Context: an optimization exercise on an open-source flow, tuned for small area. The choices shown serve that exercise and are no tape-out recipe.
The RTL was checked by simulation tests, not by an equivalence proof against the original design.
Power is estimated from default activity; no workload was simulated.

--- design/flow/constraint.sdc ---
create_clock -name core_clock -period 5.0 [get_ports {clk}]
set_input_delay 1.0000 -clock core_clock [delete_from_list [all_inputs] [get_ports {clk}]]
set_output_delay 1.0000 -clock core_clock [all_outputs]
set_load 0.01 [all_outputs]
--- design/flow/config.mk ---
export PLATFORM = sky130hd
export DESIGN_NAME = fsmc_regs_top
export DESIGN_NICKNAME = fsmc_regs_top
export VERILOG_FILES = /design/flow/design.v
export SDC_FILE = /design/flow/constraint.sdc
export NUM_CORES = 4
export LEC_CHECK = 0
export CAP_MARGIN = 20
export CORE_MARGIN = 2
export CORE_UTILIZATION = 75
export SLEW_MARGIN = 20
export SYNTH_HIERARCHICAL = 1
--- design/flow/flow/extra_dont_use.txt ---
sky130_fd_sc_hd__a2111o_2 sky130_fd_sc_hd__a2111o_4 sky130_fd_sc_hd__a2111oi_2 sky130_fd_sc_hd__a2111oi_4 sky130_fd_sc_hd__a211o_2 sky130_fd_sc_hd__a211o_4 sky130_fd_sc_hd__a211oi_2 sky130_fd_sc_hd__a211oi_4 sky130_fd_sc_hd__a21bo_2 sky130_fd_sc_hd__a21bo_4 sky130_fd_sc_hd__a21boi_2 sky130_fd_sc_hd__a21boi_4 sky130_fd_sc_hd__a21o_2 sky130_fd_sc_hd__a21o_4 sky130_fd_sc_hd__a21oi_2 sky130_fd_sc_hd__a21oi_4 sky130_fd_sc_hd__a221o_2 sky130_fd_sc_hd__a221o_4 sky130_fd_sc_hd__a221oi_2 sky130_fd_sc_hd__a221oi_4 sky130_fd_sc_hd__a22o_2 sky130_fd_sc_hd__a22o_4 sky130_fd_sc_hd__a22oi_2 sky130_fd_sc_hd__a22oi_4 sky130_fd_sc_hd__a2bb2o_2 sky130_fd_sc_hd__a2bb2o_4 sky130_fd_sc_hd__a2bb2oi_2 sky130_fd_sc_hd__a2bb2oi_4 sky130_fd_sc_hd__a311o_2 sky130_fd_sc_hd__a311o_4 sky130_fd_sc_hd__a311oi_2 sky130_fd_sc_hd__a311oi_4 sky130_fd_sc_hd__a31o_2 sky130_fd_sc_hd__a31o_4 sky130_fd_sc_hd__a31oi_2 sky130_fd_sc_hd__a31oi_4 sky130_fd_sc_hd__a32o_2 sky130_fd_sc_hd__a32o_4 sky130_fd_sc_hd__a32oi_2 sky130_fd_sc_hd__a32oi_4 sky130_fd_sc_hd__a41o_2 sky130_fd_sc_hd__a41o_4 sky130_fd_sc_hd__a41oi_2 sky130_fd_sc_hd__a41oi_4 sky130_fd_sc_hd__and2_2 sky130_fd_sc_hd__and2_4 sky130_fd_sc_hd__and2b_2 sky130_fd_sc_hd__and2b_4 sky130_fd_sc_hd__and3_2 sky130_fd_sc_hd__and3_4 sky130_fd_sc_hd__and3b_2 sky130_fd_sc_hd__and3b_4 sky130_fd_sc_hd__and4_2 sky130_fd_sc_hd__and4_4 sky130_fd_sc_hd__and4b_2 sky130_fd_sc_hd__and4b_4 sky130_fd_sc_hd__and4bb_2 sky130_fd_sc_hd__and4bb_4 sky130_fd_sc_hd__fa_2 sky130_fd_sc_hd__fa_4 sky130_fd_sc_hd__ha_2 sky130_fd_sc_hd__ha_4 sky130_fd_sc_hd__maj3_2 sky130_fd_sc_hd__maj3_4 sky130_fd_sc_hd__mux2_2 sky130_fd_sc_hd__mux2_4 sky130_fd_sc_hd__mux2_8 sky130_fd_sc_hd__mux2i_2 sky130_fd_sc_hd__mux2i_4 sky130_fd_sc_hd__mux4_2 sky130_fd_sc_hd__mux4_4 sky130_fd_sc_hd__nand2_2 sky130_fd_sc_hd__nand2_4 sky130_fd_sc_hd__nand2_8 sky130_fd_sc_hd__nand2b_2 sky130_fd_sc_hd__nand2b_4 sky130_fd_sc_hd__nand3_2 sky130_fd_sc_hd__nand3_4 sky130_fd_sc_hd__nand3b_2 sky130_fd_sc_hd__nand3b_4 sky130_fd_sc_hd__nand4_2 sky130_fd_sc_hd__nand4_4 sky130_fd_sc_hd__nand4b_2 sky130_fd_sc_hd__nand4b_4 sky130_fd_sc_hd__nand4bb_2 sky130_fd_sc_hd__nand4bb_4 sky130_fd_sc_hd__nor2_2 sky130_fd_sc_hd__nor2_4 sky130_fd_sc_hd__nor2_8 sky130_fd_sc_hd__nor2b_2 sky130_fd_sc_hd__nor2b_4 sky130_fd_sc_hd__nor3_2 sky130_fd_sc_hd__nor3_4 sky130_fd_sc_hd__nor3b_2 sky130_fd_sc_hd__nor3b_4 sky130_fd_sc_hd__nor4_2 sky130_fd_sc_hd__nor4_4 sky130_fd_sc_hd__nor4b_2 sky130_fd_sc_hd__nor4b_4 sky130_fd_sc_hd__nor4bb_2 sky130_fd_sc_hd__nor4bb_4 sky130_fd_sc_hd__o2111a_2 sky130_fd_sc_hd__o2111a_4 sky130_fd_sc_hd__o2111ai_2 sky130_fd_sc_hd__o2111ai_4 sky130_fd_sc_hd__o211a_2 sky130_fd_sc_hd__o211a_4 sky130_fd_sc_hd__o211ai_2 sky130_fd_sc_hd__o211ai_4 sky130_fd_sc_hd__o21a_2 sky130_fd_sc_hd__o21a_4 sky130_fd_sc_hd__o21ai_2 sky130_fd_sc_hd__o21ai_4 sky130_fd_sc_hd__o21ba_2 sky130_fd_sc_hd__o21ba_4 sky130_fd_sc_hd__o21bai_2 sky130_fd_sc_hd__o21bai_4 sky130_fd_sc_hd__o221a_2 sky130_fd_sc_hd__o221a_4 sky130_fd_sc_hd__o221ai_2 sky130_fd_sc_hd__o221ai_4 sky130_fd_sc_hd__o22a_2 sky130_fd_sc_hd__o22a_4 sky130_fd_sc_hd__o22ai_2 sky130_fd_sc_hd__o22ai_4 sky130_fd_sc_hd__o2bb2a_2 sky130_fd_sc_hd__o2bb2a_4 sky130_fd_sc_hd__o2bb2ai_2 sky130_fd_sc_hd__o2bb2ai_4 sky130_fd_sc_hd__o311a_2 sky130_fd_sc_hd__o311a_4 sky130_fd_sc_hd__o311ai_2 sky130_fd_sc_hd__o311ai_4 sky130_fd_sc_hd__o31a_2 sky130_fd_sc_hd__o31a_4 sky130_fd_sc_hd__o31ai_2 sky130_fd_sc_hd__o31ai_4 sky130_fd_sc_hd__o32a_2 sky130_fd_sc_hd__o32a_4 sky130_fd_sc_hd__o32ai_2 sky130_fd_sc_hd__o32ai_4 sky130_fd_sc_hd__o41a_2 sky130_fd_sc_hd__o41a_4 sky130_fd_sc_hd__o41ai_2 sky130_fd_sc_hd__o41ai_4 sky130_fd_sc_hd__or2_2 sky130_fd_sc_hd__or2_4 sky130_fd_sc_hd__or2b_2 sky130_fd_sc_hd__or2b_4 sky130_fd_sc_hd__or3_2 sky130_fd_sc_hd__or3_4 sky130_fd_sc_hd__or3b_2 sky130_fd_sc_hd__or3b_4 sky130_fd_sc_hd__or4_2 sky130_fd_sc_hd__or4_4 sky130_fd_sc_hd__or4b_2 sky130_fd_sc_hd__or4b_4 sky130_fd_sc_hd__or4bb_2 sky130_fd_sc_hd__or4bb_4 sky130_fd_sc_hd__sedfxbp_2 sky130_fd_sc_hd__sedfxtp_2 sky130_fd_sc_hd__sedfxtp_4 sky130_fd_sc_hd__xnor2_2 sky130_fd_sc_hd__xnor2_4 sky130_fd_sc_hd__xnor3_2 sky130_fd_sc_hd__xnor3_4 sky130_fd_sc_hd__xor2_2 sky130_fd_sc_hd__xor2_4 sky130_fd_sc_hd__xor3_2 sky130_fd_sc_hd__xor3_4
--- design/flow/design.v ---
`timescale 1ns/1ps
module fsmc_regs_top (
    input  logic                      clk,
    input  logic                      rst_n,
    input  logic                      nadv,
    input  logic                      nwe,
    input  logic                      noe,
    input  logic [18-1:0] ad_bus,
    output logic [18-1:0] ad_drive,
    output logic                      ad_drive_en
);
    localparam int dw    = 16;
    localparam int len   = 7;        
    localparam int rings = 10;
    logic          nadv_s, nwe_s;    
    logic [3:0]    noe_hist;         
    logic          en_q;
    logic [2:0]    phase;            
    logic          fb, last;
    logic          clr;              
    logic [5:0]    addr_q;           
    logic [5:0]    waddr_q;          
    logic [dw-1:0] wdata_q;          
    logic          wpend;
    logic [dw-1:0] rdata_q;
    logic          wr_end;
    logic          wsel;             
    logic [rings-1:0] we;            
    logic [dw-1:0] tap [rings];
    logic [dw-1:0] head [rings];     
    logic [dw-1:0] rword;
    logic [rings-1:0] rsel;
    logic [2:0]    phase_p;          
    logic          rhit;
    logic          en_d, cap;
    always_ff @(posedge clk or negedge rst_n) begin
        if (!rst_n) begin
            nadv_s   <= 1'b1;
            nwe_s    <= 1'b1;
            noe_hist <= '0;
            en_q     <= 1'b0;
        end else begin
            nadv_s   <= nadv;
            nwe_s    <= nwe;
            noe_hist <= {noe_hist[2:0], ~noe};
            en_q     <= en_d;
        end
    end
    always_ff @(posedge clk) begin
        if (!nadv)
            addr_q <= {ad_bus[17:16], ad_bus[3:0]};
    end
    fsmc_xnor2 ph_fb   (.a (phase[2]), .b (phase[1]), .y (fb));
    fsmc_nor3b ph_last (.a (phase[1]), .b (phase[0]), .c_n (phase[2]), .y (last));
    always_ff @(posedge clk or negedge rst_n) begin
        if (!rst_n) begin
            phase <= '0;
            clr   <= 1'b1;
        end else begin
            phase <= {phase[1:0], fb};
            if (last)
                clr <= 1'b0;
        end
    end
    assign wr_end = nwe && !nwe_s;
    fsmc_write_sel write_sel_i (
        .k     (waddr_q),
        .ph    (phase),
        .wpend (wpend),
        .clr   (clr),
        .wsel  (wsel),
        .we    (we)
    );
    always_ff @(posedge clk) begin
        if (wr_end)
            waddr_q <= addr_q;
    end
    always_ff @(posedge clk or negedge rst_n) begin
        if (!rst_n) begin
            wdata_q <= '0;    
            wpend   <= 1'b0;
        end else begin
            if (wr_end)
                wdata_q <= ad_bus[dw-1:0];
            wpend <= wr_end || (wpend && !wsel);
        end
    end
    for (genvar r = 0; r < rings; r++) begin : g_ring
        localparam int n = (r == rings - 1) ? 1 : len;
        logic [n*dw-1:0] q;
        assign tap[r]  = we[r] ? wdata_q : q[n*dw-1 -: dw];
        assign head[r] = q[dw-1:0];
        always_ff @(posedge clk) begin
            if (n == 1)
                q <= tap[r];
            else
                q <= {q[n*dw-dw-1:0], tap[r]};
        end
    end
    fsmc_xnor2 ph_prev (.a (phase[0]), .b (phase[2]), .y (phase_p[2]));
    assign phase_p[1:0] = phase[2:1];
    fsmc_read_sel read_sel_i (
        .k   (addr_q),
        .ph  (phase_p),
        .hit (rhit),
        .sel (rsel)
    );
    fsmc_word_mux word_mux_i (
        .sel   (rsel),
        .words ({head[9], head[8], head[7], head[6], head[5], head[4], head[3], head[2], head[1], head[0]}),
        .word  (rword)
    );
    assign en_d = |noe_hist[3:1];
    assign cap  = rhit && !(en_d && !nadv_s);
    always_ff @(posedge clk) begin
        if (cap)
            rdata_q <= rword;
    end
    assign ad_drive    = {2'b00, rdata_q};
    assign ad_drive_en = en_q;
endmodule
module fsmc_tap_hit (
    input  logic [5:0] k,
    input  logic [2:0] ph,
    output logic       hit,
    output logic       lo7,
    output logic       hi7
);
    logic [2:0] pos, x;
    logic       eq, k63;
    fsmc_and3 a_lo (.a (k[0]), .b (k[1]), .c (k[2]), .y (lo7));
    fsmc_and3 a_hi (.a (k[3]), .b (k[4]), .c (k[5]), .y (hi7));
    for (genvar i = 0; i < 3; i++) begin : g_b
        fsmc_mux2  m (.s (lo7), .a0 (k[i]), .a1 (k[3+i]), .y (pos[i]));
        fsmc_xnor2 e (.a (ph[i]), .b (pos[i]), .y (x[i]));
    end
    fsmc_and3 a_eq  (.a (x[0]), .b (x[1]), .c (x[2]), .y (eq));
    fsmc_and2 a_63  (.a (lo7), .b (hi7), .y (k63));
    fsmc_or2  o_hit (.a (eq), .b (k63), .y (hit));
endmodule
module fsmc_read_sel (
    input  logic [5:0] k,
    input  logic [2:0] ph,
    output logic       hit,
    output logic [9:0] sel
);
    logic       lo7, hi7;
    logic [2:0] hn;
    fsmc_tap_hit th (.k (k), .ph (ph), .hit (hit), .lo7 (lo7), .hi7 (hi7));
    for (genvar i = 0; i < 3; i++) begin : g_n
        fsmc_inv n (.a (k[3+i]), .y (hn[i]));
    end
    for (genvar r = 0; r < 8; r++) begin : g_r
        fsmc_nor4 d (
            .a (lo7),
            .b (r[0] ? hn[0] : k[3]),
            .c (r[1] ? hn[1] : k[4]),
            .d (r[2] ? hn[2] : k[5]),
            .y (sel[r])
        );
    end
    fsmc_and2b a8 (.a_n (hi7), .b (lo7), .y (sel[8]));
    fsmc_and2  a9 (.a (hi7), .b (lo7), .y (sel[9]));
endmodule
module fsmc_write_sel (
    input  logic [5:0] k,
    input  logic [2:0] ph,
    input  logic       wpend,
    input  logic       clr,
    output logic       wsel,
    output logic [9:0] we
);
    logic       hit, lo7, hi7, g, g8, g9;
    logic [2:0] hn;
    fsmc_tap_hit th (.k (k), .ph (ph), .hit (hit), .lo7 (lo7), .hi7 (hi7));
    fsmc_and2  a_w (.a (wpend), .b (hit), .y (wsel));
    fsmc_and2b a_g (.a_n (lo7), .b (wsel), .y (g));
    for (genvar i = 0; i < 3; i++) begin : g_n
        fsmc_inv n (.a (k[3+i]), .y (hn[i]));
    end
    for (genvar r = 0; r < 8; r++) begin : g_r
        fsmc_a41o d (
            .a1 (g),
            .a2 (r[0] ? k[3] : hn[0]),
            .a3 (r[1] ? k[4] : hn[1]),
            .a4 (r[2] ? k[5] : hn[2]),
            .b1 (clr),
            .x  (we[r])
        );
    end
    fsmc_and3b a_8 (.a_n (hi7), .b (lo7), .c (wsel), .y (g8));
    fsmc_or2   o_8 (.a (g8), .b (clr), .y (we[8]));
    fsmc_a31o  o_9 (.a1 (wsel), .a2 (lo7), .a3 (hi7), .b1 (clr), .x (we[9]));
endmodule
module fsmc_inv   (input logic a, output logic y); assign y = !a; endmodule
module fsmc_and2  (input logic a, b, output logic y); assign y = a && b; endmodule
module fsmc_and2b (input logic a_n, b, output logic y); assign y = !a_n && b; endmodule
module fsmc_or2   (input logic a, b, output logic y); assign y = a || b; endmodule
module fsmc_and3  (input logic a, b, c, output logic y); assign y = a && b && c; endmodule
module fsmc_and3b (input logic a_n, b, c, output logic y); assign y = !a_n && b && c; endmodule
module fsmc_nor4  (input logic a, b, c, d, output logic y); assign y = !(a || b || c || d); endmodule
module fsmc_xnor2 (input logic a, b, output logic y); assign y = a == b; endmodule
module fsmc_nor3b (input logic a, b, c_n, output logic y); assign y = !a && !b && c_n; endmodule
module fsmc_mux2  (input logic s, a0, a1, output logic y); assign y = s ? a1 : a0; endmodule
module fsmc_a41o  (input logic a1, a2, a3, a4, b1, output logic x); assign x = (a1 && a2 && a3 && a4) || b1; endmodule
module fsmc_a31o  (input logic a1, a2, a3, b1, output logic x); assign x = (a1 && a2 && a3) || b1; endmodule
module fsmc_word_mux (
    input  logic [9:0]       sel,
    input  logic [10*16-1:0] words,
    output logic [15:0]      word
);
    for (genvar i = 0; i < 16; i++) begin : g_bit
        logic [2:0] g;
        for (genvar j = 0; j < 3; j++) begin : g_grp
            fsmc_aoi222 aoi (
                .a1 (sel[3*j]),   .a2 (words[(3*j)*16 + i]),
                .b1 (sel[3*j+1]), .b2 (words[(3*j+1)*16 + i]),
                .c1 (sel[3*j+2]), .c2 (words[(3*j+2)*16 + i]),
                .y  (g[j])
            );
        end
        fsmc_nand3_andn fin (
            .a  (g[0]),
            .b  (g[1]),
            .c  (g[2]),
            .d1 (sel[9]),
            .d2 (words[9*16 + i]),
            .y  (word[i])
        );
    end
endmodule
module fsmc_aoi222 (
    input  logic a1, a2, b1, b2, c1, c2,
    output logic y
);
    assign y = !((a1 && a2) || (b1 && b2) || (c1 && c2));
endmodule
module fsmc_nand3_andn (
    input  logic a, b, c, d1, d2,
    output logic y
);
    assign y = !(a && b && c && !(d1 && d2));
endmodule
--- design/flow/flow/run.sh ---
#!/bin/bash
# The standard layout (standard.sh) with three changes:
#  - synthesis and repair may use only drive strength 1 logic cells (buffers, inverters,
#    flip-flops and clock cells are not restricted): extra_dont_use.txt is added to the
#    platform's don't-use list
#  - ports are buffered with buf_1
#  - clock tree: clkbuf_8 leaf clusters of up to 21 sinks within 80 um, no dummy loads
set -euo pipefail
PLAT=$(make -s -C "$FLOW_HOME" DESIGN_CONFIG="$FLOW_CONFIG" WORK_HOME="$PWD/orfs" print-DONT_USE_CELLS 2>/dev/null | sed -n 's/^DONT_USE_CELLS: //p')
export DU="$PLAT $(cat flow/extra_dont_use.txt)"
export BUFFER_PORTS_ARGS="-buffer_cell sky130_fd_sc_hd__buf_1"
export CTS_ARGS="-sink_clustering_enable -repair_clock_nets -sink_clustering_size 21 -sink_clustering_max_diameter 80 -buf_list sky130_fd_sc_hd__clkbuf_8 -dont_use_dummy_load"
sed 's|"\${@:-finish}"|"DONT_USE_CELLS=$DU" "${@:-finish}"|' standard.sh > standard_du.sh
grep -q 'DONT_USE_CELLS=\$DU' standard_du.sh
echo "$DU" > dont_use.log
bash standard_du.sh > standard.log 2>&1
--- design/flow/standard.sh ---
#!/bin/bash
# synth_recipe.tcl (not shown) runs the flow's synth.tcl, then flattens the netlist and writes it again
# the make line also repeats each setting of config.mk as NAME=value (left out here)
make -C /OpenROAD-flow-scripts/flow DESIGN_CONFIG=/design/flow/config.mk WORK_HOME=/design/flow/orfs CLKGATE_MAP_FILE= SYNTH_SCRIPT=/design/flow/synth_recipe.tcl "${@:-finish}"
==> flow_metrics.py, run 1 <==
metrics = {
    "sta": {
        "hold_viol_final": 0,
        "setup-tns-final_ns": 0,
        "fin_ws_ns": 1.35,
        "post-route-period-util_pct": 73.0,
        "worst_hold_slack_ns": 0.278,
        "slew_headroom_pct": 25.0,
        "slew_viol_final": 0,
        "rsz0062_at_grt": "no",
        "tightestPinTransition_ns": 1.12,
        "fmax_mhz": 274,
        "fin_worst_skew_ns": 0.0463,
        "period_needed_ns": 3.65,
        "setup_violations": 0,
    },
    "critical_path": {
        "crit_slowest_cell": "a41o_1",
        "path_max_fanout": 10,
        "slowest_delay_ns": 0.84,
        "worstPathRequired_ns": 5.57,
        "path_cells": "and3_1, mux2_1, xnor2_1, and3_1, or2_1, and2_1, nor2b_1, a41o_1, buf_4, mux2_1",
        "arrival_ns": 4.22,
        "end_kind": "flip-flop",
        "critPathKind": "reg -> reg",
        "crit_path_start_kind": "flip-flop",
    },
    "power": {
        "power_frac_comb_pct": 1.5,
        "p_sw_share_pct": 20.2,
        "p_int_mw": 10.2,
        "pwr-share-seq_pct": 72.6,
        "cellPowerDensity_nw_per_um2": 476,
        "p_switching_mw": 2.58,
        "p_leak_nw": 10.9,
        "totalPowerFinal_mw": 12.7,
        "peakVddDrop_mv": 0.352,
        "clkPwrFrac_pct": 25.9,
    },
    "layout": {
        "layout-drive-gt1-share_pct": 5.33,
        "insertedDiodeCount": 0,
        "area.growth.synth_to_final_pct": 5.70,
        "fin_util_pct": 80.2,
        "ff_latch_area_um2": 22200,
        "multiInputGateArea_um2": 2870,
        "fillers": 1816,
        "nets": 1525,
    },
    "routing": {
        "drc": 0,
        "firstDrtPassIters": 5,
        "wire_per_inst_um": 21.1,
        "ant_nets": 0,
        "vias_per_cell": 5.30,
        "vias": 10326,
        "wl_um": 41100,
        "drt_iter0_drc": 851,
    },
    "clocking": {
        "numClockSinks": 1080,
        "cts_buffer_depth": 3,
        "tritoncts": "built",
        "cts-root-buf": "clkbuf_8",
        "postCtsSetupBuffers": 0,
        "htree_levels": 2,
        "cts_inserted_buffers": 57,
        "hold_buffers": 0,
        "cts_resized": 0,
        "path_clk_slew_ns": 0.11,
        "clkLatencyLatePin_ns": 0.68,
    },
    "logic_synthesis": {
        "yosys_warnings": 9,
        "yosys.cell_types.count": 29,
        "synthArstFlopShare_pct": 2.59,
        "synth_ff_type": "dfxtp_1",
        "synth_edf_count": 44,
        "ys_seq_elements": 1080,
        "yosys-top-cells-count": "dfxtp_1 (1008), mux2_1 (166), a222oi_1 (48)",
        "yosysTopAreaCellShare_pct": 79.7,
        "syn_area_per_cell_um2": 17.8,
        "netlist_top_cells_area": "dfxtp_1 (80%), mux2_1 (7.4%), edfxtp_1 (5.2%), dfrtp_1 (2.5%), a222oi_1 (1.9%)",
        "synth_area_um2": 25300,
        "synth.most_common_cell": "dfxtp_1",
        "yosysSeqAreaShare_pct": 87.7,
        "yosysTopAreaCell": "dfxtp_1",
        "syn_inst": 1422,
    },
    "global_routing": {
        "grt.total_usage_pct": 23.9,
        "grt_max_degree": 29,
        "grt_pass1_vias": 10580,
        "antenna_found_initial": 0,
        "grt_pass1_wl_um": 61800,
        "grt_overflow": 0,
    },
    "floorplanning": {
        "core_area_um2": 33400,
        "fp-row-count": 67,
        "fp.dieArea_um2": 35200,
        "initial_core_util_pct": 75.8,
        "chipHeight_um": 188,
        "fp.dieW_um": 188,
        "pin_count": 42,
    },
    "min_path": {
        "min_path_type": "reg -> reg",
    },
    "place": {
        "dp_slack_ns": 1.37,
        "io_buffers": 39,
        "place_congestion": 0.757,
        "dp_hpwl_um": 24400,
    },
    "run_status": {
        "status": "complete, no violations",
    },
    "flow_run": {
        "maxCapViolations": 0,
    },
}
## modules after synthesis, one instance, submodules excluded, a selection
module	cells inside	flip-flops and latches
fsmc_a41o	1	0
fsmc_and3b	1	0
fsmc_a31o	1	0
fsmc_and2	1	0
fsmc_and2b	1	0
fsmc_and3	1	0
fsmc_inv	1	0
## placed cells by master, fill, tap and decap left out, types with 2 or more instances in the layout
cell type and n:
dfrtp_1 25, nor2b_1 4, nand4_1 16, inv_1 10
a222oi_1 48, mux2_1 166, and2_1 4, or2_1 3
nand2_1 16, buf_4 19, clkbuf_8 57, a41o_1 8
edfxtp_1 44, nor4_1 8, buf_1 38, dfstp_2 3
conb_1 2, xnor2_1 8, and3_1 6, dfxtp_1 1008
## layout make-up
| class | instances | share of cell area [%] |
|---|---|---|
| clock buffers | 57 | 2.93 |
| inverters | 10 | 0.140 |
| multi-input cells | 295 | 10.7 |
| flip-flops and latches | 1080 | 83.0 |
| well taps | 448 | 2.10 |
| repair buffers | 58 | 1.09 |
## path summary, 6_finish.rpt
check	slack [ns]	end	cells after the start	from
setup / recovery	1.35	g_ring[4].q[8]	10	waddr_q[0]
hold / removal	0.28	g_ring[5].q[47]	0	g_ring[5].q[31]
setup reg to reg	1.35	g_ring[4].q[8]	10	waddr_q[0]
hold reg to reg	0.28	g_ring[5].q[47]	0	g_ring[5].q[31]
max in group asynchronous	3.94	en_q	1	rst_n
min in group asynchronous	0.45	wdata_q[13]	1	rst_n
## registers in the layout (all words and copies together) (netlist names), 3 cells and up
register	flops
wdata_q	16
waddr_q	6
addr_q	6
phase	3
g_ring.q	1024
noe_hist	4
rdata_q	16
## power groups by stage
stage,clock (mW),sequential [mW],combinational (mW)
3_3_place_gp,0,9.43,0.180
4_1_cts,3.37,9.26,0.190
6_report,3.29,9.25,0.190
3_5_place_dp,0,9.45,0.188
2_1_floorplan,0,9.32,0.147
5_1_grt,3.64,9.30,0.203
## cells by family (layout without fill, tap and decap cells)
family,count (synthesis),in the layout,synth area share (%)
AND/OR/NAND/NOR,60,60,1.34
flip-flops,1080,1080,87.7
other,1,2,0.0148
buffers and inverters,48,125,0.925
multiplexers,166,166,7.39
XOR/XNOR,8,8,0.277
AO/OA/AOI/OAI,59,59,2.31
## through the flow
stage               area [µm²]  std cells
global route             26700       1948
finish                   26700       1948
floorplan                25300       1423
CTS                      26700       1948
detailed placement       26000       1891
global placement         26000       1891
## per-layer routing
| layer | GRT usage (%) | wire length (µm) |
|---|---|---|
| met5 | 0 | 0 |
| met4 | 8.42 | 1110 |
| met3 | 3.41 | 1770 |
| met2 | 36.1 | 17700 |
| met1 | 36.2 | 20500 |
## critical path: cells and delay by family, from the launching register on
kind | cells | cell delay, ns
and+or+nand+nor | 5 | 1.16
DFF | 1 | 0.36
muxes | 2 | 0.72
buffers and inverters | 1 | 0.32
AOI/OAI and AO/OA | 1 | 0.84
xor gates and xnor gates | 1 | 0.17
==> inputs of run 2 (changes only) <==
--- a/design/flow/design.v
+++ b/design/flow/design.v
@@ -32,6 +32,5 @@
     logic [rings-1:0] rsel;
     logic [2:0]    phase_p;          
-    logic          rhit;
-    logic          en_d, cap;
+    logic          en_d, ok, hold;
     always_ff @(posedge clk or negedge rst_n) begin
         if (!rst_n) begin
@@ -100,20 +99,22 @@
     fsmc_xnor2 ph_prev (.a (phase[0]), .b (phase[2]), .y (phase_p[2]));
     assign phase_p[1:0] = phase[2:1];
+    assign en_d = |noe_hist[3:1];
+    assign ok   = !(en_d && !nadv_s);
     fsmc_read_sel read_sel_i (
-        .k   (addr_q),
-        .ph  (phase_p),
-        .hit (rhit),
-        .sel (rsel)
+        .k    (addr_q),
+        .ph   (phase_p),
+        .ok   (ok),
+        .hold (hold),
+        .sel  (rsel)
     );
     fsmc_word_mux word_mux_i (
         .sel   (rsel),
         .words ({head[9], head[8], head[7], head[6], head[5], head[4], head[3], head[2], head[1], head[0]}),
+        .hold  (hold),
+        .held  (rdata_q),
         .word  (rword)
     );
-    assign en_d = |noe_hist[3:1];
-    assign cap  = rhit && !(en_d && !nadv_s);
     always_ff @(posedge clk) begin
-        if (cap)
-            rdata_q <= rword;
+        rdata_q <= rword;
     end
     assign ad_drive    = {2'b00, rdata_q};
@@ -142,10 +143,15 @@
     input  logic [5:0] k,
     input  logic [2:0] ph,
-    output logic       hit,
+    input  logic       ok,
+    output logic       hold,
     output logic [9:0] sel
 );
-    logic       lo7, hi7;
+    logic       hit, lo7, hi7, cap, nlo7, lo7x;
     logic [2:0] hn;
     fsmc_tap_hit th (.k (k), .ph (ph), .hit (hit), .lo7 (lo7), .hi7 (hi7));
+    fsmc_and2  a_cap  (.a (hit), .b (ok), .y (cap));
+    fsmc_nand2 n_hold (.a (hit), .b (ok), .y (hold));
+    fsmc_nand3 n_lo7  (.a (k[0]), .b (k[1]), .c (k[2]), .y (nlo7));
+    fsmc_nand2 n_lo7x (.a (nlo7), .b (cap), .y (lo7x));    
     for (genvar i = 0; i < 3; i++) begin : g_n
         fsmc_inv n (.a (k[3+i]), .y (hn[i]));
@@ -153,5 +159,5 @@
     for (genvar r = 0; r < 8; r++) begin : g_r
         fsmc_nor4 d (
-            .a (lo7),
+            .a (lo7x),
             .b (r[0] ? hn[0] : k[3]),
             .c (r[1] ? hn[1] : k[4]),
@@ -160,6 +166,6 @@
         );
     end
-    fsmc_and2b a8 (.a_n (hi7), .b (lo7), .y (sel[8]));
-    fsmc_and2  a9 (.a (hi7), .b (lo7), .y (sel[9]));
+    fsmc_and3b a8 (.a_n (hi7), .b (lo7), .c (cap), .y (sel[8]));
+    fsmc_and3  a9 (.a (hi7), .b (lo7), .c (cap), .y (sel[9]));
 endmodule
 module fsmc_write_sel (
@@ -195,4 +201,7 @@
 module fsmc_inv   (input logic a, output logic y); assign y = !a; endmodule
 module fsmc_and2  (input logic a, b, output logic y); assign y = a && b; endmodule
+module fsmc_nand2 (input logic a, b, output logic y); assign y = !(a && b); endmodule
+module fsmc_nand3 (input logic a, b, c, output logic y); assign y = !(a && b && c); endmodule
+module fsmc_nand4 (input logic a, b, c, d, output logic y); assign y = !(a && b && c && d); endmodule
 module fsmc_and2b (input logic a_n, b, output logic y); assign y = !a_n && b; endmodule
 module fsmc_or2   (input logic a, b, output logic y); assign y = a || b; endmodule
@@ -208,8 +217,10 @@
     input  logic [9:0]       sel,
     input  logic [10*16-1:0] words,
+    input  logic             hold,
+    input  logic [15:0]      held,
     output logic [15:0]      word
 );
     for (genvar i = 0; i < 16; i++) begin : g_bit
-        logic [2:0] g;
+        logic [3:0] g;
         for (genvar j = 0; j < 3; j++) begin : g_grp
             fsmc_aoi222 aoi (
@@ -220,12 +231,10 @@
             );
         end
-        fsmc_nand3_andn fin (
-            .a  (g[0]),
-            .b  (g[1]),
-            .c  (g[2]),
-            .d1 (sel[9]),
-            .d2 (words[9*16 + i]),
-            .y  (word[i])
+        fsmc_aoi22 aoi_h (
+            .a1 (sel[9]), .a2 (words[9*16 + i]),
+            .b1 (hold),   .b2 (held[i]),
+            .y  (g[3])
         );
+        fsmc_nand4 fin (.a (g[0]), .b (g[1]), .c (g[2]), .d (g[3]), .y (word[i]));
     end
 endmodule
@@ -236,8 +245,8 @@
     assign y = !((a1 && a2) || (b1 && b2) || (c1 && c2));
 endmodule
-module fsmc_nand3_andn (
-    input  logic a, b, c, d1, d2,
+module fsmc_aoi22 (
+    input  logic a1, a2, b1, b2,
     output logic y
 );
-    assign y = !(a && b && c && !(d1 && d2));
-endmodule
+    assign y = !((a1 && a2) || (b1 && b2));
+endmodule
==> run 2 against run 1 <==
  * Critical path type unchanged
  * Critical path depth unchanged
  * Sequential share of layout area down 0.43 points
  * Final area decreased by 0.20%
  * Global-route usage decreased by 0.34 points
  * Critical endpoint is now g_ring[3].q[8]
  * Clock skew down 0.0031 ns
  * Maximum frequency increased by 0.69%
  * Core utilization is 0.16 points lower
  * Worst setup slack better by 0.025 ns
  * Die area decreased by 0.32%
  * Sequential power about the same
  * Clock power barely moved
==> flow_metrics.py, run 2 <==
metrics = {
    "layout": {
        "largest_register": "g_ring.q",
        "area.growth.synth_to_final_pct": 5.84,
        "nets": 1532,
        "insertedDiodeCount": 0,
        "layout-drive-gt1-share_pct": 5.57,
        "fillers": 1827,
        "mostFrequentLayoutCells": "dfxtp_1 (1024), mux2_1 (166), clkbuf_8 (57)",
        "largest_reg_flops": 1024,
        "layout_commonest_cell": "dfxtp_1",
        "top_regs": "g_ring.q: 1024 flops, rdata_q: 16 flops, wdata_q: 16 flops",
    },
    "logic_synthesis": {
        "yosysTopAreaCellShare_pct": 81.3,
        "synth_edf_count": 28,
        "syn_inst": 1425,
        "syn_area_per_cell_um2": 17.7,
        "yosys.cell_types.count": 31,
        "yosys-top-cells-count": "dfxtp_1 (1024), mux2_1 (166), a222oi_1 (48)",
        "ys_seq_elements": 1080,
        "yosysTopAreaCell": "dfxtp_1",
        "synth_ff_type": "dfxtp_1",
        "yosys_warnings": 9,
        "synthArstFlopShare_pct": 2.59,
        "synth_area_um2": 25200,
        "synth.most_common_cell": "dfxtp_1",
        "yosysSeqAreaShare_pct": 87.4,
        "netlist_top_cells_area": "dfxtp_1 (81%), mux2_1 (7.4%), edfxtp_1 (3.3%), dfrtp_1 (2.5%), a222oi_1 (1.9%)",
    },
    "sta": {
        "hold_viol_final": 0,
        "tightestPinTransition_ns": 1.19,
        "setup-tns-final_ns": 0,
        "period_needed_ns": 3.63,
        "setup_violations": 0,
        "fin_ws_ns": 1.37,
        "post-route-period-util_pct": 72.5,
        "rsz0062_at_grt": "no",
        "slew_headroom_pct": 20.6,
        "slew_viol_final": 0,
        "fmax_mhz": 276,
        "worst_hold_slack_ns": 0.281,
        "fin_worst_skew_ns": 0.0432,
    },
    "critical_path": {
        "critPathKind": "reg -> reg",
        "worstPathRequired_ns": 5.55,
        "r2r_end": "g_ring[3].q[8]",
        "r2r_start": "waddr_q[2]",
        "end_kind": "flip-flop",
        "r2r_cells": 10,
        "arrival_ns": 4.18,
        "path_max_fanout": 9,
        "rrSetupSlack_ns": 1.37,
        "crit_path_start_kind": "flip-flop",
    },
    "clocking": {
        "numClockSinks": 1080,
        "path_clk_slew_ns": 0.12,
        "clkLatencyLatePin_ns": 0.66,
        "tritoncts": "built",
        "cts_resized": 0,
        "cts_buffer_depth": 3,
        "htree_levels": 2,
        "cts-root-buf": "clkbuf_8",
        "cts_inserted_buffers": 57,
        "postCtsSetupBuffers": 0,
        "hold_buffers": 0,
    },
    "run_status": {
        "status": "complete, no violations",
    },
    "routing": {
        "wl_um": 40800,
        "drc": 0,
        "ant_nets": 0,
        "firstDrtPassIters": 7,
        "vias": 10440,
        "vias_per_cell": 5.34,
        "maxUsedRoutingLayer": "met4",
        "dr_wl_met2_um": 17400,
        "drt_iter0_drc": 1001,
        "wl_met3_um": 2040,
        "met1_length_um": 20500,
        "wire_per_inst_um": 20.9,
    },
    "global_routing": {
        "antenna_found_initial": 0,
        "grt_pass1_wl_um": 60900,
        "grt_pass1_vias": 10322,
        "grt_max_degree": 29,
        "grt_overflow": 0,
        "grt.total_usage_pct": 23.6,
    },
    "floorplanning": {
        "chipHeight_um": 187,
        "core_area_um2": 33400,
        "pin_count": 42,
        "initial_core_util_pct": 75.6,
        "fp.dieW_um": 187,
        "fp-row-count": 67,
        "fp.dieArea_um2": 35100,
    },
    "place": {
        "io_buffers": 39,
        "dp_slack_ns": 1.48,
        "place_congestion": 0.768,
        "dp_hpwl_um": 25000,
    },
    "power": {
        "peakVddDrop_mv": 0.365,
        "power_frac_comb_pct": 1.3,
        "p_leak_nw": 10.9,
        "p_switching_mw": 2.55,
        "pwr-share-seq_pct": 72.8,
        "p_sw_share_pct": 20.1,
        "clkPwrFrac_pct": 25.9,
        "totalPowerFinal_mw": 12.7,
        "p_int_mw": 10.1,
        "cellPowerDensity_nw_per_um2": 476,
    },
    "min_path": {
        "min_to": "g_ring[1].q[82]",
        "min_path_type": "reg -> reg",
        "hold_start": "g_ring[1].q[66]",
        "min_path_cells": 0,
    },
    "flow_run": {
        "maxCapViolations": 0,
    },
}
-- run 2: cells by family after synthesis --
logic type	after synthesis	share of synthesized area [%]
flip-flops	1080	87.4
XOR/XNOR	8	0.278
other	1	0.0149
buffers and inverters	47	0.913
AND/OR/NAND/NOR	49	1.22
multiplexers	166	7.41
AO/OA/AOI/OAI	74	2.76
-- run 2: area by class of cell --
| class | count | area, µm² | share of cell area [%] |
|---|---|---|---|
| Multi-Input combinational cell | 299 | 2950 | 11.1 |
| Timing Repair Buffer | 62 | 320 | 1.20 |
| Tap cell | 448 | 561 | 2.10 |
| Inverter | 9 | 33.8 | 0.127 |
| Clock buffer | 57 | 785 | 2.94 |
| Sequential cell | 1080 | 22000 | 82.6 |
-- run 2: worst max-delay path by stage --
stage	startpoint	end	slack [ns]
4_1_cts	waddr_q[1]	g_ring[3].q[8]	1.43
3_5_place_dp	waddr_q[2]	g_ring[3].q[9]	1.48
6_report	waddr_q[2]	g_ring[3].q[8]	1.37
5_1_grt	waddr_q[2]	g_ring[5].q[11]	1.27
2_1_floorplan	addr_q[2]	rdata_q[0]	1.64
3_3_place_gp	waddr_q[2]	g_ring[3].q[9]	1.62
-- run 2: critical path: stages (launching register included) --
cell and delay [ns]:
edfxtp_1 0.36, and3_1 0.30, mux2_1 0.37, xnor2_1 0.18, and3_1 0.16, or2_1 0.08
and2_1 0.16, nor2b_1 0.46, a41o_1 0.76, buf_4 0.33, mux2_1 0.34
-- run 2: metal layers --
layer	vias up	track usage (%)
li1	4933	-
met1	5177	36.7
met2	269	34.6
met3	61	4.03
met4	0	6.94
met5	-	0
-- run 2: Yosys stat by module, one instance, submodules excluded, excerpt --
module / copies in the design / flops+latches / cells
fsmc_and2: 4 / 0 / 1
fsmc_and3b: 2 / 0 / 1
fsmc_aoi222: 48 / 0 / 1
fsmc_mux2: 6 / 0 / 1
fsmc_nand2: 2 / 0 / 1
fsmc_nand4: 16 / 0 / 1
fsmc_or2: 3 / 0 / 1
fsmc_regs_top: 1 / 1080 / 1287
-- run 2: power by group through the flow --
| stage | clock, mW | sequential, mW | combinational [mW] |
|---|---|---|---|
| global placement | 0 | 9.42 | 0.151 |
| finish | 3.29 | 9.25 | 0.162 |
| floorplan | 0 | 9.32 | 0.139 |
| CTS | 3.37 | 9.25 | 0.163 |
| global route | 3.66 | 9.29 | 0.176 |
| detailed placement | 0 | 9.44 | 0.162 |
-- run 2: through the flow --
stage               instance area [µm²]  cells  util, %
floorplan                         25200   1426        -
global placement                  25900   1898     77.7
detailed placement                25900   1898     77.7
CTS                               26700   1955     80.0
global route                      26700   1955     80.0
finish                            26700   1955     80.0
==> inputs of run 3 (changes only) <==
--- a/design/flow/flow/run.sh
+++ b/design/flow/flow/run.sh
@@ -10,5 +10,5 @@
 export DU="$PLAT $(cat flow/extra_dont_use.txt)"
 export BUFFER_PORTS_ARGS="-buffer_cell sky130_fd_sc_hd__buf_1"
-export CTS_ARGS="-sink_clustering_enable -repair_clock_nets -sink_clustering_size 21 -sink_clustering_max_diameter 80 -buf_list sky130_fd_sc_hd__clkbuf_8 -dont_use_dummy_load"
+export CTS_ARGS="-sink_clustering_enable -repair_clock_nets -sink_clustering_size 20 -sink_clustering_max_diameter 100 -buf_list sky130_fd_sc_hd__clkbuf_8 -dont_use_dummy_load"
 sed 's|"\${@:-finish}"|"DONT_USE_CELLS=$DU" "${@:-finish}"|' standard.sh > standard_du.sh
 grep -q 'DONT_USE_CELLS=\$DU' standard_du.sh
==> run 3 against run 2 <==
  * Via count about the same
  * Still clean
  * Core utilization up 0.082 points
  * Combinational power about the same
  * Critical path depth unchanged
  * Highest routed layer unchanged
  * Area after synthesis unchanged
  * Non-clock buffer count unchanged
  * Synthesized cell count unchanged
==> flow_metrics.py, run 3 <==
metrics = {
    "logic_synthesis": {
        "ys_seq_elements": 1080,
        "synth_edf_count": 28,
        "synth_ff_type": "dfxtp_1",
        "netlist_top_cells_area": "dfxtp_1 (81%), mux2_1 (7.4%), edfxtp_1 (3.3%), dfrtp_1 (2.5%), a222oi_1 (1.9%)",
        "yosysSeqAreaShare_pct": 87.4,
        "yosys.cell_types.count": 31,
        "synth_area_um2": 25200,
        "syn_inst": 1425,
        "yosys_warnings": 9,
        "syn_area_per_cell_um2": 17.7,
        "synthArstFlopShare_pct": 2.59,
        "yosysTopAreaCell": "dfxtp_1",
        "yosysTopAreaCellShare_pct": 81.3,
        "synth.most_common_cell": "dfxtp_1",
        "yosys-top-cells-count": "dfxtp_1 (1024), mux2_1 (166), a222oi_1 (48)",
    },
    "layout": {
        "multiInputGateArea_um2": 2950,
        "top_regs": "g_ring.q: 1024 flops, rdata_q: 16 flops, wdata_q: 16 flops",
        "layout_commonest_cell": "dfxtp_1",
        "largest_reg_flops": 1024,
        "insertedDiodeCount": 0,
        "ff_latch_area_um2": 22000,
        "layout-drive-gt1-share_pct": 5.70,
        "mostFrequentLayoutCells": "dfxtp_1 (1024), mux2_1 (166), clkbuf_8 (59)",
        "area.growth.synth_to_final_pct": 5.95,
        "nets": 1534,
        "largest_register": "g_ring.q",
        "fin_util_pct": 80.1,
        "fillers": 1814,
    },
    "global_routing": {
        "antenna_found_initial": 0,
        "grt_pass1_vias": 10414,
        "grt_overflow": 0,
        "grt_pass1_wl_um": 61100,
        "grt_max_degree": 29,
        "grt.total_usage_pct": 23.7,
    },
    "critical_path": {
        "worstPathRequired_ns": 5.57,
        "crit_end": "g_ring[3].q[15]",
        "path_max_fanout": 9,
        "slowest_delay_ns": 0.77,
        "critPathKind": "reg -> reg",
        "critPathTopFamily": "simple AND/OR/NAND/NOR gates",
        "rrSetupSlack_ns": 1.38,
        "r2r_end": "g_ring[3].q[15]",
        "arrival_ns": 4.19,
        "crit_cells": 10,
        "path_cells": "and3_1, mux2_1, xnor2_1, and3_1, or2_1, and2_1, nor2b_1, a41o_1, buf_4, mux2_1",
        "startpoint": "waddr_q[0]",
        "r2r_cells": 10,
        "end_kind": "flip-flop",
        "critPathBufInv": 1,
        "r2r_start": "waddr_q[0]",
        "crit_slowest_cell": "a41o_1",
        "crit_path_start_kind": "flip-flop",
    },
    "clocking": {
        "htree_levels": 2,
        "cts_resized": 0,
        "cts_buffer_depth": 3,
        "clkLatencyLatePin_ns": 0.67,
        "postCtsSetupBuffers": 0,
        "tritoncts": "built",
        "cts-root-buf": "clkbuf_8",
        "numClockSinks": 1080,
        "path_clk_slew_ns": 0.11,
        "hold_buffers": 0,
        "cts_inserted_buffers": 59,
    },
    "power": {
        "power_frac_comb_pct": 1.3,
        "pwr-share-seq_pct": 72.6,
        "p_switching_mw": 2.56,
        "p_int_mw": 10.2,
        "clkPwrFrac_pct": 26.2,
        "cellPowerDensity_nw_per_um2": 477,
        "peakVddDrop_mv": 0.362,
        "p_leak_nw": 10.9,
        "p_sw_share_pct": 20.1,
    },
    "sta": {
        "setup_violations": 0,
        "slew_viol_final": 0,
        "post-route-period-util_pct": 72.4,
        "fin_worst_skew_ns": 0.0280,
        "setup-tns-final_ns": 0,
        "slew_headroom_pct": 21.8,
        "tightestPinTransition_ns": 1.17,
        "fmax_mhz": 276,
        "period_needed_ns": 3.62,
        "hold_viol_final": 0,
        "rsz0062_at_grt": "no",
    },
    "floorplanning": {
        "fp.dieW_um": 187,
        "initial_core_util_pct": 75.6,
        "core_area_um2": 33400,
        "fp-row-count": 67,
        "pin_count": 42,
        "fp.dieArea_um2": 35100,
        "chipHeight_um": 187,
    },
    "routing": {
        "wl_um": 40800,
        "wire_per_inst_um": 20.8,
        "ant_nets": 0,
        "drc": 0,
        "drt_iter0_drc": 1014,
        "firstDrtPassIters": 7,
        "vias": 10446,
        "vias_per_cell": 5.34,
    },
    "min_path": {
        "min_path_type": "reg -> reg",
        "hold_start": "g_ring[4].q[28]",
    },
    "run_status": {
        "status": "complete, no violations",
    },
    "flow_run": {
        "maxCapViolations": 0,
    },
    "place": {
        "place_congestion": 0.768,
        "io_buffers": 39,
        "dp_hpwl_um": 25000,
    },
}
run 3: final cells by class:
| cell class | instances | share of cell area [%] |
|---|---|---|
| Sequential cell | 1080 | 82.5 |
| Multi-Input combinational cell | 299 | 11.0 |
| Clock buffer | 59 | 3.04 |
| Tap cell | 448 | 2.10 |
| Timing Repair Buffer | 62 | 1.20 |
| Inverter | 9 | 0.126 |
run 3: kinds of logic (layout without fill, tap and decap cells):
logic type	after synthesis	count (layout)	share of synthesized area, %
AOI/OAI and AO/OA	74	74	2.76
buffers and inverters	47	130	0.913
DFF	1080	1080	87.4
and+or+nand+nor	49	49	1.22
muxes	166	166	7.41
xor gates and xnor gates	8	8	0.278
other	1	2	0.0149
run 3: metrics by stage:
step                      cells  total power, mW  hold slack (ns)  cell area, µm²  worst slack, ns
after global routing       1957             13.2            0.310           26700             1.25
after detailed placement   1898             9.60            0.312           25900             1.48
final                      1957             12.7            0.310           26700             1.38
after global placement     1898             9.58            0.310           25900             1.62
after floorplan            1426             9.45            0.310           25200             1.64
after CTS                  1957             12.8            0.309           26700             1.45
run 3: worst min-delay path by stage:
stage                     depth (start not counted)               end  slack, ns
final                                             0   g_ring[4].q[44]       0.31
after global routing                              0   g_ring[4].q[44]       0.31
after CTS                                         0   g_ring[4].q[44]       0.31
after detailed placement                          0   g_ring[2].q[76]       0.31
after global placement                            0   g_ring[3].q[60]       0.31
after floorplan                                   0  g_ring[0].q[100]       0.31
run 3: routing by layer:
| layer | routed length, µm | track usage [%] | up-vias |
|---|---|---|---|
| met1 | 20400 | 36.7 | 5157 |
| li1 | - | - | 4937 |
| met4 | 1110 | 7.54 | 0 |
| met2 | 17300 | 34.5 | 273 |
| met3 | 1990 | 4.03 | 79 |
| met5 | 0 | 0 | - |
run 3: worst reg2reg max path, delay by kind of cell (launching register included):
kind            cells  cell delay [ns]
flops               1             0.36
compound gates      1             0.77
mux                 2             0.72
simple gates        5             1.15
xor+xnor            1             0.17
buf+inv             1             0.35
run 3: Yosys stat by module, one instance, submodules excluded, excerpt:
module | cells | flip-flops and latches
fsmc_mux2 | 1 | 0
fsmc_and2b | 1 | 0
fsmc_nor3b | 1 | 0
fsmc_and2 | 1 | 0
fsmc_and3b | 1 | 0
fsmc_nand3 | 1 | 0
fsmc_or2 | 1 | 0
fsmc_regs_top | 1287 | 1080
fsmc_a41o | 1 | 0
fsmc_and3 | 1 | 0
fsmc_nand4 | 1 | 0
run 3: power groups by stage:
stage | combinational, mW | sequential [mW] | clock, mW
after floorplan | 0.139 | 9.32 | 0
after global placement | 0.151 | 9.42 | 0
after detailed placement | 0.162 | 9.44 | 0
after CTS | 0.164 | 9.25 | 3.41
after global routing | 0.177 | 9.29 | 3.70
final | 0.162 | 9.24 | 3.33
==> inputs of run 4 (changes only) <==
--- a/design/flow/flow/run.sh
+++ b/design/flow/flow/run.sh
@@ -5,5 +5,5 @@
 #    platform's don't-use list
 #  - ports are buffered with buf_1
-#  - clock tree: clkbuf_8 leaf clusters of up to 21 sinks within 80 um, no dummy loads
+#  - clock tree: clkbuf_8 leaf clusters of up to 20 sinks within 100 um, no dummy loads
 set -euo pipefail
 PLAT=$(make -s -C "$FLOW_HOME" DESIGN_CONFIG="$FLOW_CONFIG" WORK_HOME="$PWD/orfs" print-DONT_USE_CELLS 2>/dev/null | sed -n 's/^DONT_USE_CELLS: //p')
==> run 4 against run 3 <==
  * Still clean on timing, DRC and antenna
  * First-iteration DRC count stayed put
  * Critical path depth stayed put
  * Total power stayed put
  * Critical path type unchanged
  * Highest routed layer unchanged
==> flow_metrics.py, run 4 <==
metrics = {
    "global_routing": {
        "grt.total_usage_pct": 23.7,
        "grt_pass1_vias": 10414,
        "antenna_found_initial": 0,
        "grt_pass1_wl_um": 61100,
        "grt_max_degree": 29,
        "grt_overflow": 0,
    },
    "critical_path": {
        "crit_slowest_cell": "a41o_1",
        "crit_path_start_kind": "flip-flop",
        "rrSetupSlack_ns": 1.38,
        "r2r_start": "waddr_q[0]",
        "r2r_cells": 10,
        "slowest_delay_ns": 0.77,
        "arrival_ns": 4.19,
        "r2r_end": "g_ring[3].q[15]",
        "critPathKind": "reg -> reg",
        "path_cells": "and3_1, mux2_1, xnor2_1, and3_1, or2_1, and2_1, nor2b_1, a41o_1, buf_4, mux2_1",
        "end_kind": "flip-flop",
        "worstPathRequired_ns": 5.57,
        "path_max_fanout": 9,
    },
    "routing": {
        "wl_um": 40800,
        "vias_per_cell": 5.34,
        "vias": 10446,
        "wire_per_inst_um": 20.8,
        "drt_iter0_drc": 1014,
        "drc": 0,
        "ant_nets": 0,
        "firstDrtPassIters": 7,
    },
    "sta": {
        "post-route-period-util_pct": 72.4,
        "slew_headroom_pct": 21.8,
        "fmax_mhz": 276,
        "setup-tns-final_ns": 0,
        "slew_viol_final": 0,
        "fin_worst_skew_ns": 0.0280,
        "tightestPinTransition_ns": 1.17,
        "hold_viol_final": 0,
        "period_needed_ns": 3.62,
        "rsz0062_at_grt": "no",
        "setup_violations": 0,
    },
    "floorplanning": {
        "initial_core_util_pct": 75.6,
        "core_area_um2": 33400,
        "fp.dieArea_um2": 35100,
        "fp-row-count": 67,
        "fp.dieW_um": 187,
        "pin_count": 42,
        "chipHeight_um": 187,
    },
    "clocking": {
        "cts-root-buf": "clkbuf_8",
        "tritoncts": "built",
        "clkLatencyLatePin_ns": 0.67,
        "hold_buffers": 0,
        "cts_inserted_buffers": 59,
        "postCtsSetupBuffers": 0,
        "cts_buffer_depth": 3,
        "cts_resized": 0,
        "htree_levels": 2,
        "numClockSinks": 1080,
        "path_clk_slew_ns": 0.11,
    },
    "layout": {
        "mostFrequentLayoutCells": "dfxtp_1 (1024), mux2_1 (166), clkbuf_8 (59)",
        "ff_latch_area_um2": 22000,
        "largest_register": "g_ring.q",
        "nets": 1534,
        "layout_commonest_cell": "dfxtp_1",
        "fillers": 1814,
        "top_regs": "g_ring.q: 1024 flops, rdata_q: 16 flops, wdata_q: 16 flops",
        "insertedDiodeCount": 0,
        "largest_reg_flops": 1024,
        "multiInputGateArea_um2": 2950,
        "area.growth.synth_to_final_pct": 5.95,
        "layout-drive-gt1-share_pct": 5.70,
    },
    "min_path": {
        "hold_start": "g_ring[4].q[28]",
        "min_path_type": "reg -> reg",
        "min_to": "g_ring[4].q[44]",
        "min_path_cells": 0,
    },
    "power": {
        "p_sw_share_pct": 20.1,
        "pwr-share-seq_pct": 72.6,
        "peakVddDrop_mv": 0.362,
        "p_switching_mw": 2.56,
        "totalPowerFinal_mw": 12.7,
        "p_leak_nw": 10.9,
        "cellPowerDensity_nw_per_um2": 477,
        "clkPwrFrac_pct": 26.2,
        "power_frac_comb_pct": 1.3,
        "p_int_mw": 10.2,
    },
    "place": {
        "place_congestion": 0.768,
        "io_buffers": 39,
        "dp_hpwl_um": 25000,
    },
    "logic_synthesis": {
        "yosys_warnings": 9,
        "synth_ff_type": "dfxtp_1",
        "syn_area_per_cell_um2": 17.7,
        "synth_area_um2": 25200,
        "yosys.cell_types.count": 31,
        "synthArstFlopShare_pct": 2.59,
        "yosys-top-cells-count": "dfxtp_1 (1024), mux2_1 (166), a222oi_1 (48)",
        "synth.most_common_cell": "dfxtp_1",
        "yosysTopAreaCellShare_pct": 81.3,
        "netlist_top_cells_area": "dfxtp_1 (81%), mux2_1 (7.4%), edfxtp_1 (3.3%), dfrtp_1 (2.5%), a222oi_1 (1.9%)",
        "yosysSeqAreaShare_pct": 87.4,
        "synth_edf_count": 28,
        "ys_seq_elements": 1080,
        "yosysTopAreaCell": "dfxtp_1",
        "syn_inst": 1425,
    },
    "flow_run": {
        "maxCapViolations": 0,
    },
    "run_status": {
        "status": "complete, no violations",
    },
}
-- run 4: per-stage QoR --
step	worst slack (ns)	cell area, µm²	std cells	utilization, %	hold slack (ns)
floorplan	1.64	25200	1426	-	0.310
global placement	1.62	25900	1898	77.7	0.310
detailed placement	1.48	25900	1898	77.7	0.312
CTS	1.45	26700	1957	80.1	0.309
global route	1.25	26700	1957	80.1	0.310
finish	1.38	26700	1957	80.1	0.310
-- run 4: cell type report --
cell class / count / share of cell area (%)
clock buffer: 59 / 3.04
tap: 448 / 2.10
multi-input combinational: 299 / 11.0
timing repair buffer: 62 / 1.20
inverter: 9 / 0.126
sequential: 1080 / 82.5
-- run 4: power groups by stage --
stage / clock, mW / combinational [mW] / sequential, mW
floorplan: 0 / 0.139 / 9.32
global placement: 0 / 0.151 / 9.42
detailed placement: 0 / 0.162 / 9.44
CTS: 3.41 / 0.164 / 9.25
global route: 3.70 / 0.177 / 9.29
finish: 3.33 / 0.162 / 9.24
-- run 4: kinds of logic (layout without fill, tap and decap cells) --
| family | count (synthesis) | after routing | share of synthesized area [%] |
|---|---|---|---|
| multiplexers | 166 | 166 | 7.41 |
| flip-flops | 1080 | 1080 | 87.4 |
| AO/OA/AOI/OAI | 74 | 74 | 2.76 |
| buffers and inverters | 47 | 130 | 0.913 |
| AND/OR/NAND/NOR | 49 | 49 | 1.22 |
| XOR/XNOR | 8 | 8 | 0.278 |
| other | 1 | 2 | 0.0149 |
-- run 4: worst max-delay path by stage --
stage	from	to	slack, ns	cells past startpoint
finish	waddr_q[0]	g_ring[3].q[15]	1.38	10
global route	waddr_q[2]	g_ring[5].q[11]	1.25	10
CTS	waddr_q[1]	g_ring[5].q[0]	1.45	10
detailed placement	waddr_q[2]	g_ring[3].q[9]	1.48	10
global placement	waddr_q[2]	g_ring[3].q[9]	1.62	10
floorplan	addr_q[2]	rdata_q[0]	1.64	10
-- run 4: critical path, delay by kind of cell (launching register included) --
kind,cells,cell delay (ns)
mux,2,0.72
flops,1,0.36
compound gates,1,0.77
xor+xnor,1,0.17
buf+inv,1,0.35
simple gates,5,1.15
-- run 4: metal layers --
metal,vias to the layer above,GRT usage (%),part of all wire (%)
li1,4937,-,-
met1,5157,36.7,50
met2,273,34.5,42
met3,79,4.03,4.9
met4,0,7.54,2.7
met5,-,0,0
-- run 4: per-module statistics from Yosys, one instance, submodules excluded, excerpt --
| module | flip-flops and latches | cell area (µm²) | cells inside | times used |
|---|---|---|---|---|
| fsmc_mux2 | 0 | 11.3 | 1 | 6 |
| fsmc_aoi222 | 0 | 10.0 | 1 | 48 |
| fsmc_a41o | 0 | 10.0 | 1 | 8 |
| fsmc_nor3b | 0 | 7.51 | 1 | 1 |
| fsmc_nand4 | 0 | 6.26 | 1 | 16 |
| fsmc_nor4 | 0 | 6.26 | 1 | 8 |
| fsmc_and2 | 0 | 6.26 | 1 | 4 |
| fsmc_inv | 0 | 3.75 | 1 | 6 |
| fsmc_nand2 | 0 | 3.75 | 1 | 2 |
==> inputs of run 5 (changes only) <==
--- a/design/flow/config.mk
+++ b/design/flow/config.mk
@@ -8,5 +8,5 @@
 export CAP_MARGIN = 20
 export CORE_MARGIN = 2
-export CORE_UTILIZATION = 75
+export CORE_UTILIZATION = 78
 export SLEW_MARGIN = 20
 export SYNTH_HIERARCHICAL = 1
==> run 5 against run 4 <==
  * Still clean on timing, DRC and antenna
  * Register-to-register slack worse by 0.09 ns
  * Combinational power grew 4%
  * Die area decreased by 3.8%
  * Total power is 0.20% higher
==> flow_metrics.py, run 5 <==
metrics = {
    "logic_synthesis": {
        "synth_compound_area_share_pct": 2.76,
        "synth_edf_count": 28,
        "yosys_warnings": 9,
        "syn_inst": 1425,
        "yosys-top-cells-count": "dfxtp_1 (1024), mux2_1 (166), a222oi_1 (48)",
        "yosys-mux-area-fraction_pct": 7.41,
        "synth_xor_area_share_pct": 0.278,
        "yosys.cell_types.count": 31,
        "synth_top_family_by_area": "multiplexers",
        "synth.most_common_cell": "dfxtp_1",
        "synth-adder-area-share_pct": 0,
        "synth_simple_gate_area_share_pct": 1.22,
        "synth_area_um2": 25200,
        "synthArstFlopShare_pct": 2.59,
        "yosysSeqAreaShare_pct": 87.4,
        "netlist_top_cells_area": "dfxtp_1 (81%), mux2_1 (7.4%), edfxtp_1 (3.3%), dfrtp_1 (2.5%), a222oi_1 (1.9%)",
        "syn_area_per_cell_um2": 17.7,
        "synth_ff_type": "dfxtp_1",
        "yosysTopAreaCellShare_pct": 81.3,
        "yosysTopAreaCell": "dfxtp_1",
        "ys_seq_elements": 1080,
    },
    "floorplanning": {
        "fp.dieW_um": 184,
        "fp.dieArea_um2": 33800,
        "pin_count": 42,
        "chipHeight_um": 184,
        "initial_core_util_pct": 79.5,
        "core_area_um2": 31700,
        "fp-row-count": 65,
    },
    "power": {
        "peakVddDrop_mv": 0.388,
        "cellPowerDensity_nw_per_um2": 478,
        "p_leak_nw": 10.9,
    },
    "clocking": {
        "path_clk_slew_ns": 0.12,
        "htree_levels": 2,
        "hold_buffers": 0,
        "postCtsSetupBuffers": 0,
        "tritoncts": "built",
        "cts_inserted_buffers": 59,
        "cts_buffer_depth": 3,
        "clkLatencyLatePin_ns": 0.65,
        "numClockSinks": 1080,
        "cts-root-buf": "clkbuf_8",
        "cts_resized": 0,
    },
    "routing": {
        "vias_per_cell": 5.49,
        "wire_per_inst_um": 22.7,
        "wl_um": 43300,
        "ant_nets": 0,
        "drt_iter0_drc": 1011,
        "vias": 10486,
        "drc": 0,
        "firstDrtPassIters": 6,
    },
    "layout": {
        "largest_register": "g_ring.q",
        "final_area_um2": 26700,
        "largest_reg_flops": 1024,
        "nets": 1534,
        "fillers": 1433,
        "top_regs": "g_ring.q: 1024 flops, rdata_q: 16 flops, wdata_q: 16 flops",
        "layout_commonest_cell": "dfxtp_1",
        "insertedDiodeCount": 0,
        "area.growth.synth_to_final_pct": 5.86,
        "layout-drive-gt1-share_pct": 5.70,
        "mostFrequentLayoutCells": "dfxtp_1 (1024), mux2_1 (166), clkbuf_8 (59)",
    },
    "global_routing": {
        "grt_pass1_vias": 11096,
        "grt.total_usage_pct": 26.4,
        "grt_overflow": 0,
        "grt_max_degree": 29,
        "grt_pass1_wl_um": 65000,
        "antenna_found_initial": 0,
    },
    "critical_path": {
        "critPathKind": "reg -> reg",
        "end_kind": "flip-flop",
        "arrival_ns": 4.24,
        "path_max_fanout": 10,
        "path_cells": "and3_1, mux2_1, xnor2_1, and3_1, or2_1, and2_1, nor2b_1, a41o_1, buf_4, mux2_1",
        "slowest_delay_ns": 0.77,
        "worstPathRequired_ns": 5.53,
        "crit_path_start_kind": "flip-flop",
        "crit_slowest_cell": "a41o_1",
    },
    "sta": {
        "slew_headroom_pct": 23.7,
        "fin_worst_skew_ns": 0.0183,
        "period_needed_ns": 3.71,
        "hold_viol_final": 0,
        "rsz0062_at_grt": "no",
        "tightestPinTransition_ns": 1.13,
        "post-route-period-util_pct": 74.3,
        "fmax_mhz": 269,
        "slew_viol_final": 0,
        "setup-tns-final_ns": 0,
        "setup_violations": 0,
    },
    "place": {
        "io_buffers": 39,
        "dp_hpwl_um": 25200,
        "place_congestion": 0.755,
        "placed_cell_area_um2": 25800,
    },
    "flow_run": {
        "maxCapViolations": 0,
    },
    "run_status": {
        "status": "complete, no violations",
    },
    "min_path": {
        "min_path_type": "reg -> reg",
    },
}
[run 5: cell type report]
type / instances / area [µm²] / share of cell area, %
Sequential cell: 1080 / 22000 / 82.6
Clock buffer: 59 / 812 / 3.04
Multi-Input combinational cell: 299 / 2950 / 11.1
Inverter: 9 / 33.8 / 0.127
Tap cell: 402 / 503 / 1.88
Timing Repair Buffer: 62 / 355 / 1.33
[run 5: per-layer routing]
metal  up-vias  track usage (%)  share of wire (%)
li1       4932                -                  -
met1      5170             38.0                 47
met2       302             42.3                 46
met3        82             3.84                5.0
met4         0             8.26                2.5
met5         -                0                  0
[run 5: modules after synthesis, one instance, submodules excluded, excerpt]
module         area, µm²  copies in the design  cells
fsmc_a31o           8.76                     1      1
fsmc_a41o           10.0                     8      1
fsmc_and2           6.26                     4      1
fsmc_and2b          6.26                     1      1
fsmc_and3           6.26                     7      1
fsmc_and3b          8.76                     2      1
fsmc_aoi22          7.51                    16      1
fsmc_inv            3.75                     6      1
fsmc_nand2          3.75                     2      1
fsmc_nand4          6.26                    16      1
fsmc_nor3b          7.51                     1      1
fsmc_nor4           6.26                     8      1
fsmc_regs_top      24100                     1   1287
fsmc_xnor2          8.76                     8      1
[run 5: cells by family (layout without fill, tap and decap cells)]
kind of cell	after synthesis	count (layout)
AOI/OAI and AO/OA	74	74
xor gates and xnor gates	8	8
buffers and inverters	47	130
DFF	1080	1080
muxes	166	166
other	1	2
and+or+nand+nor	49	49
[run 5: metrics by stage]
step	hold WS [ns]	worst slack (ns)	util (%)	std cells	total power [mW]
after CTS	0.330	1.33	84.0	1909	12.8
after detailed placement	0.312	1.40	81.5	1850	9.60
after global routing	0.334	1.10	84.2	1911	13.2
after global placement	0.310	1.53	81.4	1849	9.57
after floorplan	0.310	1.64	-	1426	9.45
final	0.320	1.29	84.2	1911	12.8
[run 5: worst paths after layout]
| check | from | end | slack, ns | cells past startpoint |
|---|---|---|---|---|
| worst max-delay path | waddr_q[1] | g_ring[3].q[12] | 1.29 | 10 |
| worst min-delay path | g_ring[3].q[62] | g_ring[3].q[78] | 0.32 | 0 |
| worst max register to register | waddr_q[1] | g_ring[3].q[12] | 1.29 | 10 |
| worst min register to register | g_ring[3].q[62] | g_ring[3].q[78] | 0.32 | 0 |
| max in group asynchronous | rst_n | wdata_q[9] | 3.91 | 1 |
| min in group asynchronous | rst_n | noe_hist[2] | 0.49 | 1 |
[run 5: power by group]
group | switching, mW | internal [mW] | total (mW)
clock | 2.28 | 1.07 | 3.34
combinational | 0.0935 | 0.0759 | 0.169
sequential | 0.209 | 9.04 | 9.25
total | 2.58 | 10.2 | 12.8
[run 5: worst max-delay path, delay by kind of cell, from the launching register on]
kind / cells / cell delay, ns
compound gates: 1 / 0.77
xor+xnor: 1 / 0.20
buf+inv: 1 / 0.34
mux: 2 / 0.72
simple gates: 5 / 1.17
flops: 1 / 0.37

## what the ideal ports hide
Ports are ideal in the flow. The routed layouts listed here were re-timed in OpenROAD. Step 1 (the two cells are an assumption about what drives the block):
set clk [get_ports {clk}]
set_driving_cell -lib_cell sky130_fd_sc_hd__clkbuf_16 $clk
set_driving_cell -lib_cell sky130_fd_sc_hd__buf_2 [delete_from_list [all_inputs] $clk]
Step 2 adds t to the input delays and takes it off the output delays; t is the mean of the earliest and latest rising clock arrival at the registers after step 1. Input paths then give back, and output paths get back, about the clock's delay inside the block. a / b / c = ideal / step 1 / step 2; a / b = the first two.
run	t, ns	setup slack, ns	hold slack, ns	worst setup path after step 2
run 1	0.707	1.349 / 1.349 / 1.349	0.278 / 0.278 / 0.278	register to register
run 2	0.697	1.374 / 1.375 / 1.375	0.281 / 0.281 / 0.281	register to register
run 3	0.712	1.378 / 1.378 / 1.378	0.310 / 0.310 / 0.310	register to register
run 4	0.712	1.378 / 1.378 / 1.378	0.310 / 0.310 / 0.310	register to register
run 5	0.681	1.287 / 1.287 / 1.287	0.320 / 0.320 / 0.320	register to register
After both steps every run listed still meets setup and hold.
